Context: an optimization exercise on an open-source flow, tuned for small area, a short achievable clock period and few clock cycles per item. The choices shown serve that exercise and are no tape-out recipe. Function was checked by simulation only, so behaviour that the tests miss may differ from the original. Power figures rest on the tool's default switching activity, not on a simulated workload.

## flow/design.v (module list and top-level ports; edited modules follow where they fit)
// module poly1305_fold5: 25 lines
// module poly1305_reduce: 2782 lines
module poly1305_reduce
(
  input  logic           clk,
  input  logic           rst,
  input  logic           start,
  input  logic [P_W-1:0] P,
  output logic [H_W-1:0] H,
  output logic           ready,
  output logic           busy
);
  // ...
==> flow/flow/run.sh <==
#!/bin/bash
# Layout flow: the standard layout (standard.sh: ORFS with the standard flow's synthesis, config and
# constraints), except that the port buffers buffer_ports inserts are buf_1 cells instead of
# the cell it picks by default (clkdlybuf4s50_1, a slow delay cell). Every port still gets
# its buffer. The full output of the run is kept in standard_flow.log in this folder; ORFS
# keeps each step's own log under orfs/logs/.
set -euo pipefail
bash standard.sh "BUFFER_PORTS_ARGS=-buffer_cell sky130_fd_sc_hd__buf_1" finish > standard_flow.log 2>&1
==> flow/standard.sh <==
#!/bin/bash
# synth_recipe.tcl (not shown) runs the flow's synth.tcl, then flattens the netlist and writes it again
# the make line also repeats each setting of config.mk as NAME=value (left out here)
make -C /OpenROAD-flow-scripts/flow DESIGN_CONFIG=/design/flow/config.mk WORK_HOME=/design/flow/orfs CLKGATE_MAP_FILE= SYNTH_SCRIPT=/design/flow/synth_recipe.tcl "${@:-finish}"
==> flow/config.mk <==
export PLATFORM = sky130hd
export DESIGN_NAME = poly1305_reduce
export DESIGN_NICKNAME = poly1305_reduce
export VERILOG_FILES = /design/flow/design.v
export SDC_FILE = /design/flow/constraint.sdc
export NUM_CORES = 4
export LEC_CHECK = 0
export CAP_MARGIN = 20
export CORE_MARGIN = 2
export CORE_UTILIZATION = 40
export SETUP_SLACK_MARGIN = 2.5
export SLEW_MARGIN = 20
==> flow/constraint.sdc <==
create_clock -name core_clock -period 6.0 [get_ports {clk}]
set_input_delay 1.2000 -clock core_clock [delete_from_list [all_inputs] [get_ports {clk}]]
set_output_delay 1.2000 -clock core_clock [all_outputs]
set_load 0.01 [all_outputs]
==> impl_metrics.yaml, run 1 <==
floorplanning:
  io_pins: 394
  n_tap_cell: 461
synthesis:
  number_of_warnings_issued_by_yosys: 1
clock_network:
  clock_sinks: 158
  cts-root-buf: "sky130_fd_sc_hd__clkbuf_16"
  cts.clk_slew.worst_paths_ns: 0.07
drt:
  detail-route-antenna-nets: 0
  routed-wl-met2_mm: 22.8
  wl_met1_mm: 17.5
  wl_per_cell_um: 17.0
pwr:
  vdd.ir_drop.worst_mv: 0.220
  sequentialPowerShare: 0.267
  power_top_consumer: "combinational cells"
  power_density_mw_per_mm2: 333
critical_path:
  timing.critical_path.mode_cell: "sky130_fd_sc_hd__and4_4"
  critical_path_sink: "H[95]"
grt:
  antenna_found_initial: 4
  grt_most_used_layer: "met2"
  vias_in_the_first_global_route: 13100
status:
  status: "timing/DRC/antenna clean"
final_layout:
  area_growth_pct: 43.5
  filler_free_cell_count_of_the_finished_design: 2560
  final_cell_utilization_of_the_core: 0.585
timing:
  slew_viol_final: 0
  timing.hold.ws_ns: 0.593
  normalized_max_slew_margin: 0.580
  post-route-period-util: 0.827
Testbench counts, summed over its fixed seeds: cycles 1,600, items 1,600.
==> inputs of run 2 (changes only) <==
--- a/flow/design.v
+++ b/flow/design.v
@@ -1787,30 +1787,30 @@
   assign bg[6] = kb[5] & ap[6];
   assign bp[6] = kb[5] ? ((&sum1[111:97]) & ~sum1[96]) : ap[6];
   assign bg[7] = kb[6] & ap[7];
   assign bp[7] = kb[6] ? ((&sum1[127:113]) & ~sum1[112]) : ap[7];
   assign bg[8] = kb[7] & ap[8];
   assign bp[8] = kb[7] ? (sum1[129] & ~sum1[128]) : ap[8];
   assign qt     = {1'b0, u[130]} + {1'b0, v[130]};
   assign l_next = {1'b0, sum1[4:0]} + {2'b00, qt, 2'b00} + {4'b0000, qt};
+  assign kbr   = kb;
+  assign bgr   = bg;
+  assign bpr   = bp;
+  assign cprer = l_next[5];
+  assign lr    = l_next[4:0];
   always_ff @(posedge clk) begin
-    s0    <= sum1[129:5];
-    lr    <= l_next[4:0];
-    cprer <= l_next[5];
-    kbr   <= kb;
-    bgr   <= bg;
-    bpr   <= bp;
+    s0     <= sum1[129:5];
+    tpre2  <= tpre;
+    ppre2  <= ppre;
+    late2  <= late;
+    c2     <= c;
+    H[4:0] <= hl;
+    kb2    <= kb;
   end
-  assign kb2    = kbr;
-  assign tpre2  = tpre;
-  assign ppre2  = ppre;
-  assign late2  = late;
-  assign c2     = c;
-  assign H[4:0] = hl;
   always_ff @(posedge clk or posedge rst) begin
     if (rst) ready <= 1'b0;
     else     ready <= start;
   end
   assign busy = 1'b0;
   logic ch_p0_1;
   assign ch_p0_1 = bpr[1] & bpr[0];
   logic ch_g0_3;
==> run 2 against run 1 <==
  * Non-clock buffer count grew 139
  * Via count grew 8.1%
  * Sequential power is essentially flat
  * Hold slack lost 0.032 ns
  * Clock-buffer cell count grew 1
  * Clock power grew 4%
  * Still clean on timing, DRC and antenna
  * Core utilization grew 0.85 points
  * Sequential share of layout area shrank 1.0 points
  * Fmax shrank 16%
  * Worst setup slack lost 0.94 ns
==> impl_metrics.yaml, run 2 <==
final_layout:
  register_area_mm2: 0.00318
  layout.cells.most_common_list: "sky130_fd_sc_hd__buf_1, sky130_fd_sc_hd__buf_4, sky130_fd_sc_hd__inv_1"
  filler_free_cell_count_of_the_finished_design: 2838
  final.fill_count: 3308
  drive_gt1_frac: 0.314
  design_area_mm2: 0.0222
  final_cell_utilization_of_the_core: 0.593
  area_growth_pct: 47.0
  largest_register: "s0"
  layout_top_registers: "s0: 125 flops, tpre2: 9 flops"
  finalNetCount: 2887
  largest_register_ff_count: 125
  multiInputGateArea_mm2: 0.0128
  mostFrequentLayoutCell: "sky130_fd_sc_hd__buf_1"
critical_path:
  worst_ep_required_time_ns: 6.35
  worstPathArrival_ns: 6.25
  critical_path.endpoint_type: "flop"
  timing.critical_path.mode_cell: "sky130_fd_sc_hd__buf_6"
  critical_path.startpoint_type: "input pin"
  slowest_stage: "sky130_fd_sc_hd__or4_4"
  critical_path_peak_fanout: 4
  crit_path_largest_cell_delay_ns: 0.48
  criticalPathCategory: "input pin to flop"
drt:
  detail-route-antenna-nets: 0
  drt_first_iter_violations: 378
  drt_pass_1_iters: 6
  drc: 0
  postRouteWirelength_mm: 43.0
  wl_per_cell_um: 15.2
  routed_via_density: 4.82
  vias: 13700
floorplanning:
  floorplan.initialDensity: 0.404
  fp.dieW_um: 199
  design.die.area_mm2: 0.0394
  placement_rows: 71
  die_height_um: 199
  io_pins: 394
  coreArea_mm2: 0.0375
status:
  status: "timing/DRC/antenna clean"
grt:
  grt.overflow.total: 0
  vias_in_the_first_global_route: 14000
  antenna_found_initial: 5
  grt_max_degree: 77
  first_pass_grt_wire_length_mm: 66.4
  grt_usage: 0.210
clock_network:
  cts.htree.levels: 4
  cts_tree: "done"
  clock_sinks: 158
  cts.clk_slew.worst_paths_ns: 0.07
  cts_buffers: 17
  cts-root-buf: "sky130_fd_sc_hd__clkbuf_16"
  cts-root-to-sink-buffers: 2
  hold_buffers: 0
pwr:
  power_density_mw_per_mm2: 322
  p_int_uw: 4100
  p_sw_frac: 0.428
  power.combinational.fraction: 0.589
  part_of_the_total_power_dissipated_in_the_clock_network: 0.148
  vdd.ir_drop.worst_mv: 0.189
  cellLeakagePower_uw: 0.00993
  sequentialPowerShare: 0.264
  power.net_switching_uw: 3070
timing:
  slew_viol_final: 0
  finalCriticalPeriod_ns: 5.90
  hold_viol_final: 0
  setup_repair_after_global_routing_missed_its_margin: "yes"
  normalized_max_slew_margin: 0.554
  post-route-period-util: 0.984
  max_freq_ghz: 0.169
  timing.hold.ws_ns: 0.561
  finalWorstSetupSlack_ns: 0.0985
  tightest_slew_ns: 0.659
  setup_viol: 0
synthesis:
  synth-edff-count: 0
  netlist_instances: 1620
  ys_top_cells_by_count: "sky130_fd_sc_hd__nor2_1, sky130_fd_sc_hd__inv_1, sky130_fd_sc_hd__fa_1, sky130_fd_sc_hd__dfxtp_1, sky130_fd_sc_hd__ha_1"
  number_of_warnings_issued_by_yosys: 126
  syn_area_mm2: 0.0151
  synth.largest_area_cell: "sky130_fd_sc_hd__fa_1"
  synth-async-reset-ratio: 0.00633
  yosys.area.top_type_share: 0.223
  postSynthNetCount: 2198
  ys_seq_elements: 158
  post-synth-top-count-cell: "sky130_fd_sc_hd__nor2_1"
  synthFlopType: "sky130_fd_sc_hd__dfxtp_1"
  syn_avg_cell_area_um2: 9.35
  synth_cell_types: 89
  yosys-top-cells-area: "sky130_fd_sc_hd__fa_1, sky130_fd_sc_hd__dfxtp_1, sky130_fd_sc_hd__ha_1"
  yosysSeqAreaShare: 0.209
placement:
  io_buffers: 392
  dp_cells: 2630
  detailed_place.area_mm2: 0.0183
  place.gp.congestion: 0.863
  post-dp-hpwl_mm: 34.3
  dpl_worst_slack_ns: -0.470
flow_run:
  cap_violations: 0
hold_path:
  timing.hold.worst.class: "input pin to asynchronous set/reset pin"
run 2: cell types whose count changed in the layout (fill, tap and decap cells not counted), sizes merged, moves of 7 or more:
cell   change
and4       -7
buf      +143
nand2     +17
nor2      +17
o21a       +7
xnor2     +19
xor2       -8
run 2: power by group through the flow:
stage,logic [µW],clock network [µW],registers (µW)
after global routing,4650,1130,1940
after global placement,3430,0,1760
final,4220,1060,1890
after detailed placement,3460,0,1770
after CTS,3850,1090,1830
after floorplan,2250,0,1720
run 2: through the flow:
stage | setup TNS (ns) | total power [µW]
2_1_floorplan | -0.0961 | 3970
5_1_grt | -0.0646 | 7730
6_report | 0 | 7170
4_1_cts | 0 | 6770
3_3_place_gp | -0.697 | 5190
3_5_place_dp | -1.28 | 5230
run 2: how the worst max path moves through the flow:
stage	startpoint	depth (start not counted)	end
after floorplan	P[64]	24	H[4]$_DFF_P_
after global placement	P[64]	25	H[4]$_DFF_P_
after detailed placement	P[64]	25	H[4]$_DFF_P_
after CTS	P[64]	25	H[4]$_DFF_P_
after global routing	P[64]	25	H[4]$_DFF_P_
final	P[64]	27	H[4]$_DFF_P_
run 2: cell families after synthesis:
logic type / share of synthesized area
AO/OA/AOI/OAI: 0.108
XOR/XNOR: 0.115
adder cells (fa/ha/maj): 0.345
buffers and inverters: 0.0496
flip-flops: 0.209
multiplexers: 0.00488
other: 0.000248
AND/OR/NAND/NOR: 0.168
run 2: what timing repair did:
item	in CTS	in global routing
pin swaps	111	108
setup endpoints to repair	112	143
setup buffers	109	62
resized for setup	287	265
run 2: worst max-delay path, delay by kind of cell:
| kind | cells | cell delay, ns |
|---|---|---|
| adder cells (fa/ha/maj) | 5 | 1.40 |
| XOR/XNOR | 1 | 0.18 |
| buffers and inverters | 6 | 0.63 |
| AND/OR/NAND/NOR | 6 | 1.10 |
| AO/OA/AOI/OAI | 9 | 1.72 |
run 2: area by class of cell:
class | instances | area share
multi-input combinational | 1263 | 0.577
timing repair buffer | 689 | 0.195
sequential | 158 | 0.143
inverter | 180 | 0.0304
tap | 511 | 0.0287
clock buffer | 19 | 0.0204
clock inverter | 13 | 0.00540
antenna | 5 | 0.000562
run 2: layer usage:
metal / wire length [µm] / track usage / share of wire / vias up
met5: 0 / 0 / 0 / -
met4: 782 / 0.0553 / 0.018 / 0
met3: 1730 / 0.0320 / 0.040 / 51
met2: 21800 / 0.375 / 0.51 / 289
met1: 18700 / 0.264 / 0.44 / 6509
li1: - / - / - / 6842
Testbench counts of run 2, summed over its fixed seeds: cycles 1,600, items 1,600.

[separate check: timing with driven ports]
In the flow no input, the clock included, has a driving cell. The finished layouts below were timed again as built, in two steps.
Step 1 sets driving cells, clkbuf_16 on the clock port and buf_2 on the other inputs (assumed; they add their load-dependent delay and slew).
Step 2 adds t to the input delays and takes it off the output delays; t is the mean of the earliest and latest rising clock arrival at the registers after step 1. Input paths then give back, and output paths get back, about the clock's delay inside the block.
Slacks: ideal ports / drivers / drivers and shift; pairs: ideal ports / drivers.
run | t (ns) | setup WS [ns] | hold slack, ns
run 1 | 0.474 | 1.038 / 0.985 / 1.182 | 0.593 / 0.567 / 1.040
run 2 | 0.479 | 0.098 / 0.116 / -0.363 | 0.561 / 0.533 / 1.012
With both steps, setup timing fails in run 2, where it was met with ideal ports. The setup slack of run 2, which loses most, moves by +0.018 ns with the drivers and by -0.461 ns with both steps.
